Source: an optimization exercise on an open RTL-to-GDS flow (aim: small area, a short achievable clock period and few clock cycles per item). Production flows keep margins and buffers that such runs may drop.
Only simulation tests tie the RTL to the original design; equivalence was not proved.

==> run R <==
## point_transform_2d_core
module point_transform_2d_core #(
    parameter int COORD_BITS     = 24,
    parameter int TRIG_FRAC_BITS = 15
) (
    input  logic                                     aclk,
    input  logic                                     aresetn,
    input  logic                                     cfg_wr_en,
    input  logic [ptx_pkg::CFG_INDEX_BITS-1:0]       cfg_index,
    input  logic [((COORD_BITS > ptx_pkg::FACTOR_BITS) ? COORD_BITS
                   : ptx_pkg::FACTOR_BITS)-1:0]      cfg_wdata,
    input  logic                                     s_valid,
    output logic                                     s_ready,
    input  logic signed [COORD_BITS-1:0]             s_in_x,
    input  logic signed [COORD_BITS-1:0]             s_in_y,
    output logic                                     m_valid,
    input  logic                                     m_ready,
    output logic signed [COORD_BITS-1:0]             m_out_x,
    output logic signed [COORD_BITS-1:0]             m_out_y,
    output logic                                     m_clipped
);
Settings: LEC_CHECK=0, ABC_CLOCK_PERIOD_IN_PS=3000, CAP_MARGIN=20, CORE_MARGIN=2, CORE_UTILIZATION=60, SLEW_MARGIN=20; clock period 14.0 ns.
standard.sh (not shown) runs the stock make flow with config.mk's settings and CLKGATE_MAP_FILE= SYNTH_SCRIPT=/design/flow/synth_recipe.tcl, a recipe that flattens the netlist after the stock synthesis.
==> flow/flow/run.sh <==
#!/bin/bash
# The standard layout (standard.sh: the standard synthesis and ORFS flow,
# unchanged constraints) with the setup repair asked to leave a margin, so
# that repair_timing also works on paths that already meet the clock.
set -euo pipefail
export SETUP_SLACK_MARGIN=8.5
bash standard.sh > standard.log 2>&1
==> run P: changes against run R <==
==> flow/flow/run.sh (replaced) <==
#!/bin/bash
# The standard layout (standard.sh: the standard synthesis and ORFS flow,
# unchanged constraints) with the setup repair asked to leave a margin, so
# that repair_timing also works on paths that already meet the clock.
set -euo pipefail
export SETUP_SLACK_MARGIN=9.0
bash standard.sh > standard.log 2>&1
- CORE_UTILIZATION: 60 -> 66
==> run D: changes against run R <==
==> flow/flow/run.sh (replaced) <==
#!/bin/bash
# The standard layout (standard.sh: the standard synthesis and ORFS flow,
# unchanged constraints) with the setup repair asked to leave a margin, so
# that repair_timing also works on paths that already meet the clock.
set -euo pipefail
export SETUP_SLACK_MARGIN=9.3
bash standard.sh > standard.log 2>&1
==> run A: changes against run R <==
--- a/flow/design.v
+++ b/flow/design.v
@@ -44,18 +44,17 @@
     localparam int SHIFT = CORDIC_FRAC - 15;
     localparam int RW    = XY_BITS + 1;
     localparam logic signed [RW-1:0] ROUND_HALF =
         {{(RW-SHIFT){1'b0}}, 1'b1, {(SHIFT-1){1'b0}}};
     localparam logic signed [RW-1:0] ONE_R =
         {{(RW-15-1){1'b0}}, 1'b1, {15{1'b0}}};
     localparam logic signed [TW-1:0] ONE_T = {2'b01, {15{1'b0}}};
     localparam logic signed [XY_BITS-1:0] ONE_XY = XY_BITS'(1) <<< CORDIC_FRAC;
-    logic active_reg, ph_reg;
-    logic signed [XY_BITS-1:0] xs_reg, ys_reg;
+    logic active_reg, tail_reg;
     logic [ITER_BITS-1:0] iter_reg;
     logic [ANGLE_BITS-1:0] angle_reg;
     logic signed [TW-1:0] sine_reg, cosine_reg;
     logic signed [Z_BITS-1:0] z_first;
     logic signed [XY_BITS-1:0] x_reg, y_reg;
     logic signed [Z_BITS-1:0] z_reg;
     logic flip_reg;
     logic fold_flip;
@@ -126,150 +125,131 @@
             5'd14:   atan_val = Z_BITS'(229);
             5'd15:   atan_val = Z_BITS'(115);
             5'd16:   atan_val = Z_BITS'(57);
             5'd17:   atan_val = Z_BITS'(29);
             default: atan_val = '0;
         endcase
     end
     always_comb begin
-        x_shift = xs_reg;
-        y_shift = ys_reg;
+        x_shift = x_reg >>> iter_reg;
+        y_shift = y_reg >>> iter_reg;
         if (!z_reg[Z_BITS-1]) begin
             x_step = x_reg - y_shift;
             y_step = y_reg + x_shift;
             z_step = z_reg - atan_val;
         end else begin
             x_step = x_reg + y_shift;
             y_step = y_reg - x_shift;
             z_step = z_reg + atan_val;
         end
     end
-    logic last_step, do_step;
-    assign do_step   = active_reg && (iter_reg != '0) && ph_reg;
-    assign last_step = do_step && (iter_reg == ITER_BITS'(CORDIC_STAGES - 1));
     always_ff @(posedge aclk) begin
         if (!aresetn) begin
             active_reg <= 1'b0;
-            ph_reg     <= 1'b0;
+            tail_reg   <= 1'b0;
             iter_reg   <= '0;
         end else if (start) begin
             active_reg <= 1'b1;
-            ph_reg     <= 1'b0;
+            tail_reg   <= 1'b0;
             iter_reg   <= '0;
         end else begin
+            tail_reg <= active_reg && (iter_reg == ITER_BITS'(CORDIC_STAGES - 1));
             if (active_reg) begin
-                if (iter_reg == '0 || ph_reg) begin
-                    iter_reg <= iter_reg + ITER_BITS'(1);
-                    ph_reg   <= 1'b0;
-                end else begin
-                    ph_reg   <= 1'b1;
-                end
-                if (last_step) begin
+                iter_reg <= iter_reg + ITER_BITS'(1);
+                if (iter_reg == ITER_BITS'(CORDIC_STAGES - 1)) begin
                     active_reg <= 1'b0;
                 end
             end
         end
     end
     always_ff @(posedge aclk) begin
-        if (!ph_reg) begin
-            xs_reg <= x_reg >>> iter_reg;
-            ys_reg <= y_reg >>> iter_reg;
-        end
-    end
-    always_ff @(posedge aclk) begin
         if (start) begin
             angle_reg <= angle;
         end
     end
     always_ff @(posedge aclk) begin
         if (!aresetn) begin
             x_reg    <= ONE_XY;
             y_reg    <= '0;
             flip_reg <= 1'b0;
         end else if (active_reg) begin
             if (iter_reg == '0) begin
                 x_reg    <= CORDIC_GAIN;
                 y_reg    <= ang_neg ? -CORDIC_GAIN : CORDIC_GAIN;
                 flip_reg <= fold_flip;
-            end else if (ph_reg) begin
+            end else begin
                 x_reg <= x_step;
                 y_reg <= y_step;
             end
         end
     end
     always_ff @(posedge aclk) begin
-        if (active_reg && iter_reg == '0) begin
-            z_reg <= z_first;
-        end else if (do_step) begin
-            z_reg <= z_step;
+        if (active_reg) begin
+            z_reg <= (iter_reg == '0) ? z_first : z_step;
         end
     end
     always_ff @(posedge aclk) begin
         if (!aresetn) begin
             sine_reg   <= '0;
             cosine_reg <= ONE_T;
         end else begin
             sine_reg   <= trig_round(y_reg);
             cosine_reg <= trig_round(x_reg);
         end
     end
     assign sine   = sine_reg;
     assign cosine = cosine_reg;
     assign flip   = flip_reg;
-    assign busy   = active_reg;
+    assign busy   = active_reg || tail_reg;
 endmodule
 import ptx_pkg::*;
 module ptx_mul_stage (
     input  logic                       aclk,
     input  logic                       aresetn,
     input  logic                       adv,
     input  logic                       in_load,
     input  logic signed [23:0]         in_x,
     input  logic signed [23:0]         in_y,
     input  logic signed [23:0]         px,       
     input  logic signed [23:0]         py,
-    input  logic signed [24:0]         pd,       
     input  logic [3*DIGITS-1:0]        sel1,     
     input  logic [3*DIGITS-1:0]        sel2,
     input  logic [3*DIGITS-1:0]        sel3,
     input  logic signed [23:0]         bx,       
     input  logic signed [23:0]         by,
     input  logic                       scale,    
     output logic                       v2,
     output logic [SUM_BITS-9:0]        re_s,
     output logic [SUM_BITS-9:0]        re_c,
     output logic                       re_k,
     output logic [SUM_BITS-9:0]        im_s,
     output logic [SUM_BITS-9:0]        im_c,
     output logic                       im_k
 );
     localparam int W = SUM_BITS;
-    logic v0, v1;
-    logic signed [23:0] x0, y0;
+    logic v1;
+    logic signed [24:0] pd;
     logic signed [24:0] dx1, dy1;
     logic signed [25:0] w1;
     always_ff @(posedge aclk) begin
         if (!aresetn) begin
-            v0 <= 1'b0;
             v1 <= 1'b0;
             v2 <= 1'b0;
         end else if (adv) begin
-            v0 <= in_load;
-            v1 <= v0;
+            v1 <= in_load;
             v2 <= v1;
         end
     end
+    assign pd = 25'(px) - 25'(py);
     always_ff @(posedge aclk) begin
         if (adv) begin
-            x0  <= in_x;
-            y0  <= in_y;
-            dx1 <= 25'(x0) - 25'(px);
-            dy1 <= 25'(y0) - 25'(py);
-            w1  <= 26'(x0) - 26'(y0) - 26'(pd);
+            dx1 <= 25'(in_x) - 25'(px);
+            dy1 <= 25'(in_y) - 25'(py);
+            w1  <= 26'(in_x) - 26'(in_y) - 26'(pd);
         end
     end
     function automatic logic [26:0] pp_row(input logic [26:0] m, input int n,
                                            input logic [2:0] sel);
         logic [26:0] r;
         logic b;
         r = '0;
         for (int i = 0; i <= n; i++) begin
@@ -4012,17 +3992,16 @@
         .busy    (trig_busy)
     );
     logic rot, scl, trn;
     logic signed [CB-1:0] px, py, bx, by;
     logic signed [COEF_BITS-1:0] a1, a2, a3;
     logic signed [COEF_BITS:0] cms, cps;
     logic nflip;
     logic [3*DIGITS-1:0] sel1_reg, sel2_reg, sel3_reg;
-    logic signed [CB:0] pd_reg;
     function automatic logic [3*DIGITS-1:0] booth_sel(input logic [COEF_BITS-1:0] a,
                                                       input logic f);
         logic [COEF_BITS+1:0] e;
         logic [3*DIGITS-1:0] r;
         logic b2, b1, b0;
         e = {a[COEF_BITS-1], a, 1'b0};
         for (int j = 0; j < DIGITS; j++) begin
             b2 = e[2*j+2];
@@ -4048,28 +4027,26 @@
         a2  = rot ? cms[COEF_BITS-1:0] : scl ? {1'b0, abs_factor(factor_x_reg)} : COEF_BITS'(32768);
         a3  = rot ? cps[COEF_BITS-1:0] : scl ? {1'b0, abs_factor(factor_y_reg)} : COEF_BITS'(32768);
         nflip = rot & flip;
     end
     always_ff @(posedge aclk) begin
         sel1_reg <= booth_sel(a1, nflip);
         sel2_reg <= booth_sel(a2, nflip);
         sel3_reg <= booth_sel(a3, nflip);
-        pd_reg   <= (CB+1)'(px) - (CB+1)'(py);
     end
     ptx_mul_stage u_mul_stage (
         .aclk    (aclk),
         .aresetn (aresetn),
         .adv     (adv),
         .in_load (in_load),
         .in_x    (s_in_x),
         .in_y    (s_in_y),
         .px      (px),
         .py      (py),
-        .pd      (pd_reg),
         .sel1    (sel1_reg),
         .sel2    (sel2_reg),
         .sel3    (sel3_reg),
         .bx      (bx),
         .by      (by),
         .scale   (scl),
         .v2      (v2),
         .re_s    (re_s),
==> flow/run.sh (new file) <==
#!/bin/bash
# synth_recipe.tcl (not shown) runs the flow's synth.tcl, then flattens the netlist and writes it again
# the make line also repeats each setting of config.mk as NAME=value (left out here)
make -C /OpenROAD-flow-scripts/flow DESIGN_CONFIG=/design/flow/config.mk WORK_HOME=/design/flow/orfs CLKGATE_MAP_FILE= SYNTH_SCRIPT=/design/flow/synth_recipe.tcl finish
- CORE_UTILIZATION: 60 -> 40
removed: flow/flow/run.sh
removed: flow/standard.sh
==> summary of the runs <==
Run P completed without violations. Run D ran to the end with no violations. Run A produced a clean layout. Run R completed with no timing, DRC or antenna violations.
Register-to-register slack: run P is better than run R (420 ps).
Routed wire length: run A > run D > run R > run P.
Between run A and run D, the lower die area is in run D (gap 43%, measured against run D).
Critical path depth: run A is higher than run R (8).
Testbench counts of run R, summed over its fixed seeds: cycles 16,920, items 14,130.
Testbench counts of run P, summed over its fixed seeds: cycles 16,920, items 14,130.
Testbench counts of run D, summed over its fixed seeds: cycles 16,920, items 14,130.
Testbench counts of run A, summed over its fixed seeds: cycles 16,072, items 14,130.

## afterwards: timing with drivers on the ports
The flow's constraints put no driver on any port. The routed layouts listed below were extracted and timed again, unchanged, in two steps. Step 1 sets driving cells, clkbuf_16 on the clock port and buf_2 on the other inputs (assumed; they add their load-dependent delay and slew). Step 2 also shifts input and output timing later by t, the mid clock arrival at the registers, as if the neighbouring blocks saw the same clock. Three values: ideal, step 1, step 2; two values: the first two.
run | t, ns | setup WS [ns] | worst slew at a driven data input, ns | pins driven straight from the clock port
run R | 0.804 | 8.549 / 8.549 / 8.193 | 0.05 | 1
run P | 0.811 | 8.971 / 8.971 / 8.473 | 0.06 | 1
run D | 0.804 | 9.184 / 9.184 / 8.742 | 0.05 | 1
run A | 0.818 | 6.279 / 6.279 / 6.060 | 0.26 | 1
After both steps every run listed still meets setup and hold. The setup slack of run P, which loses most, moves by 0.000 ns with the drivers and by -0.498 ns with both steps.
